This is an optimization exercise on Yosys and OpenROAD, whose aim is small area, a short achievable clock period and few clock cycles per item, not a production implementation.
RTL that was checked went through simulation tests only; none was proved equivalent to the original.
No activity file was given, so power comes from the tool's default toggle rates.

## servo_slew_limited_pwm_top
module servo_slew_limited_pwm_top #(
  parameter int CHANNELS = 5
) (
  input  logic               clk,
  input  logic               rst_n,
  input  logic               in_valid,
  output logic               in_ready,
  input  logic               in_op,
  input  logic [2:0]         in_channel,
  input  logic signed [11:0] in_target_pos,
  input  logic [11:0]        in_step_limit,
  input  logic               in_enable_req,
  input  logic [4:0]         in_pins_low,
  output logic               out_valid,
  input  logic               out_ready,
  output logic [2:0]         out_channel,
  output logic               out_pwm_write,
  output logic [11:0]        out_pwm_value,
  output logic               out_last,
  input  logic               cfg_we,
  input  logic [1:0]         cfg_index,
  input  logic [11:0]        cfg_wdata
);
Size: roughly 2500 cells after synthesis, about 72 I/O pins, about 24000 µm² of cells after synthesis.
Settings: LEC_CHECK=0, CAP_MARGIN=20, CORE_MARGIN=2, CORE_UTILIZATION=55, SETUP_SLACK_MARGIN=5, SLEW_MARGIN=20; clock period 11.0 ns.
run.sh (not shown) runs the stock make flow with config.mk's settings and CLKGATE_MAP_FILE= SYNTH_SCRIPT=/design/flow/synth_recipe.tcl, a recipe that flattens the netlist after the stock synthesis.
==> next run, changes <==
--- a/flow/design.v
+++ b/flow/design.v
@@ -73,22 +73,21 @@
   logic signed [11:0] tgt_sat;
   logic [15:0]        lim_x;
   logic [6:0]         in_llo;
   always_comb begin
     if (in_target_pos > sslp_pkg::TARGET_MAX)      tgt_sat = sslp_pkg::TARGET_MAX;
     else if (in_target_pos < sslp_pkg::TARGET_MIN) tgt_sat = sslp_pkg::TARGET_MIN;
     else                                           tgt_sat = in_target_pos;
   end
   assign lim_x  = ({6'd0, in_step_limit[11:2]} << 5) + ({6'd0, in_step_limit[11:2]} << 3)
                 + {6'd0, in_step_limit[11:2]};
-  assign in_llo = in_op ? {2'b0, in_pins_low}
-                        : 7'(in_step_limit[6:0] - ({1'b0, lim_x[15:10]} * 7'd100));
+  assign in_llo = in_op ? {2'b0, in_pins_low} : in_step_limit[6:0];
   logic       wact;     
   logic [2:0] wj;       
   logic [4:0] wpins;
   logic       ready;    
   logic       v0, v1;   
   logic       pop;
   logic       p2_v;
   logic       nz, ts0, ts1, noop0, noop1, tick_start, blk;
   logic       d0, d1, set_drain, rm0, rm1, keep0, keep1;
   logic       wa_e, step, step_last;
@@ -190,21 +189,21 @@
   end
   logic [2:0]         set_ch;
   logic signed [11:0] set_tgt;
   logic [5:0]         set_lq;
   logic [6:0]         set_lr;
   logic               set_en;
   always_comb begin
     set_ch  = d0 ? q0_ch  : q1_ch;
     set_tgt = d0 ? q0_tgt : q1_tgt;
     set_lq  = d0 ? q0_lq  : q1_lq;
-    set_lr  = d0 ? q0_llo : q1_llo;
+    set_lr  = 7'((d0 ? q0_llo : q1_llo) - ({1'b0, set_lq} * 7'd100));
     set_en  = d0 ? q0_en  : q1_en;
   end
   logic [3:0] pos;
   logic [4:0] swe;
   always_comb begin
     pos = 4'(h) + 4'd6 - 4'(set_ch);
     if (pos >= 4'd5) pos = pos - 4'd5;
     if (pos >= 4'd5) pos = pos - 4'd5;
     for (int k = 0; k < 5; k++)
       swe[k] = set_drain && (set_ch < 3'd5) && (pos == 4'(k));
After rerunning:
- count of clock-buffer cells in the layout increases by 5
- sequential share of layout area stays flat
- via count increases by 1.3%
- combinational power decreases by 16%
- final cell count increases by 0.65%
- design area hardly moves
- clock power decreases by about 3%
- die area increases by 1.0%
- first-iteration DRC count increases by 9.2%
- worst setup slack improves by 0.11 ns
Testbench counts after the change, summed over its fixed seeds: cycles 9,884, items 9,600.
Only the layout flow was run in the first run of this note; the RTL was not checked for function there.

---

servo_slew_limited_pwm_top, a different RTL version from the one above (not shown whole).
For scale: ~2500 cells after synthesis, ~72 I/O pins, ~0.025 mm^2 of cells after synthesis.
Settings: LEC_CHECK=0, CAP_MARGIN=20, CORE_MARGIN=2, CORE_UTILIZATION=55, SETUP_SLACK_MARGIN=5, SLEW_MARGIN=20; clock period 11.0 ns.
Next try:
--- a/flow/design.v
+++ b/flow/design.v
@@ -72,24 +72,23 @@
   logic [6:0]         q1_llo;
   logic signed [11:0] tgt_sat;
   logic [15:0]        lim_x;
   logic [6:0]         in_llo;
   always_comb begin
     if (in_target_pos > sslp_pkg::TARGET_MAX)      tgt_sat = sslp_pkg::TARGET_MAX;
     else if (in_target_pos < sslp_pkg::TARGET_MIN) tgt_sat = sslp_pkg::TARGET_MIN;
     else                                           tgt_sat = in_target_pos;
   end
   assign lim_x  = ({6'd0, in_step_limit[11:2]} << 5) + ({6'd0, in_step_limit[11:2]} << 3)
                 + {6'd0, in_step_limit[11:2]};
-  assign in_llo = in_op ? {2'b0, in_pins_low}
-                        : 7'(in_step_limit[6:0] - ({1'b0, lim_x[15:10]} * 7'd100));
+  assign in_llo = in_op ? {2'b0, in_pins_low} : in_step_limit[6:0];
   logic       wact;     
   logic [2:0] wj;       
   logic [4:0] wpins;
   logic       ready;    
   logic       v0, v1;   
   logic       pop;
   logic       p2_v;
   logic       nz, ts0, ts1, noop0, noop1, tick_start, blk;
   logic       d0, d1, set_drain, rm0, rm1, keep0, keep1;
   logic       wa_e, step, step_last;
   logic [2:0] wj_e;
@@ -189,23 +188,23 @@
     if (tick_start) wpins <= pins_e;
   end
   logic [2:0]         set_ch;
   logic signed [11:0] set_tgt;
   logic [5:0]         set_lq;
   logic [6:0]         set_lr;
   logic               set_en;
   always_comb begin
     set_ch  = d0 ? q0_ch  : q1_ch;
     set_tgt = d0 ? q0_tgt : q1_tgt;
     set_lq  = d0 ? q0_lq  : q1_lq;
-    set_lr  = d0 ? q0_llo : q1_llo;
+    set_lr  = d0 ? 7'(q0_llo - ({1'b0, q0_lq} * 7'd100)) : 7'(q1_llo + ({1'b0, q1_lq} * 7'd28));
     set_en  = d0 ? q0_en  : q1_en;
   end
   logic [3:0] pos;
   logic [4:0] swe;
   always_comb begin
     pos = 4'(h) + 4'd6 - 4'(set_ch);
     if (pos >= 4'd5) pos = pos - 4'd5;
     if (pos >= 4'd5) pos = pos - 4'd5;
     for (int k = 0; k < 5; k++)
       swe[k] = set_drain && (set_ch < 3'd5) && (pos == 4'(k));
   end
The changed run produced a clean layout.
Worst setup slack gets worse by 66 ps.
Final area is about the same.
Critical path depth rises by 4.
Combinational power rises by 4.1%.
Utilization falls by 0.17 points.
Die area rises by 0.69%.
Power rises by 2.6%.
First-iteration DRC count rises by 5.2%.
Sequential cell count is unchanged.
Maximum frequency falls by 1.1%.
Global-route usage barely changes.
Synthesized area rises by 0.70%.
Function was not checked in any run of this note: the RTL went through the layout flow alone.

## re-timing with driven ports
No port has a modelled driver above. Below, the same layouts with a new extraction and two added sets of constraints.
Step 1, drivers: a clkbuf_16 drives clk and a buf_2 each remaining input, both assumed.
Step 2 adds t to the input delays and takes it off the output delays; t is the mean of the earliest and latest rising clock arrival at the registers after step 1. Input paths then give back, and output paths get back, about the clock's delay inside the block.
Three values: no drivers, after step 1, after step 2; two values: the first two.
run | t, ns | setup WS [ns] | worst register clock-pin slew, ns | pins driven straight from the clock port
the first run of note 1 | 0.640 | 5.188 / 5.188 / 4.654 | 0.07 / 0.07 | 1
the second run of note 1 | 0.637 | 5.298 / 5.298 / 5.298 | 0.07 / 0.07 | 1
the first run of note 2 | 0.635 | 5.204 / 5.242 / 4.607 | 0.06 / 0.06 | 1
the second run of note 2 | 0.638 | 5.138 / 5.138 / 5.138 | 0.07 / 0.07 | 1
After both steps every run listed still meets setup and hold. For the first run of note 2, which loses most, drivers alone change the setup slack by +0.038 ns; drivers and shift together by -0.597 ns.
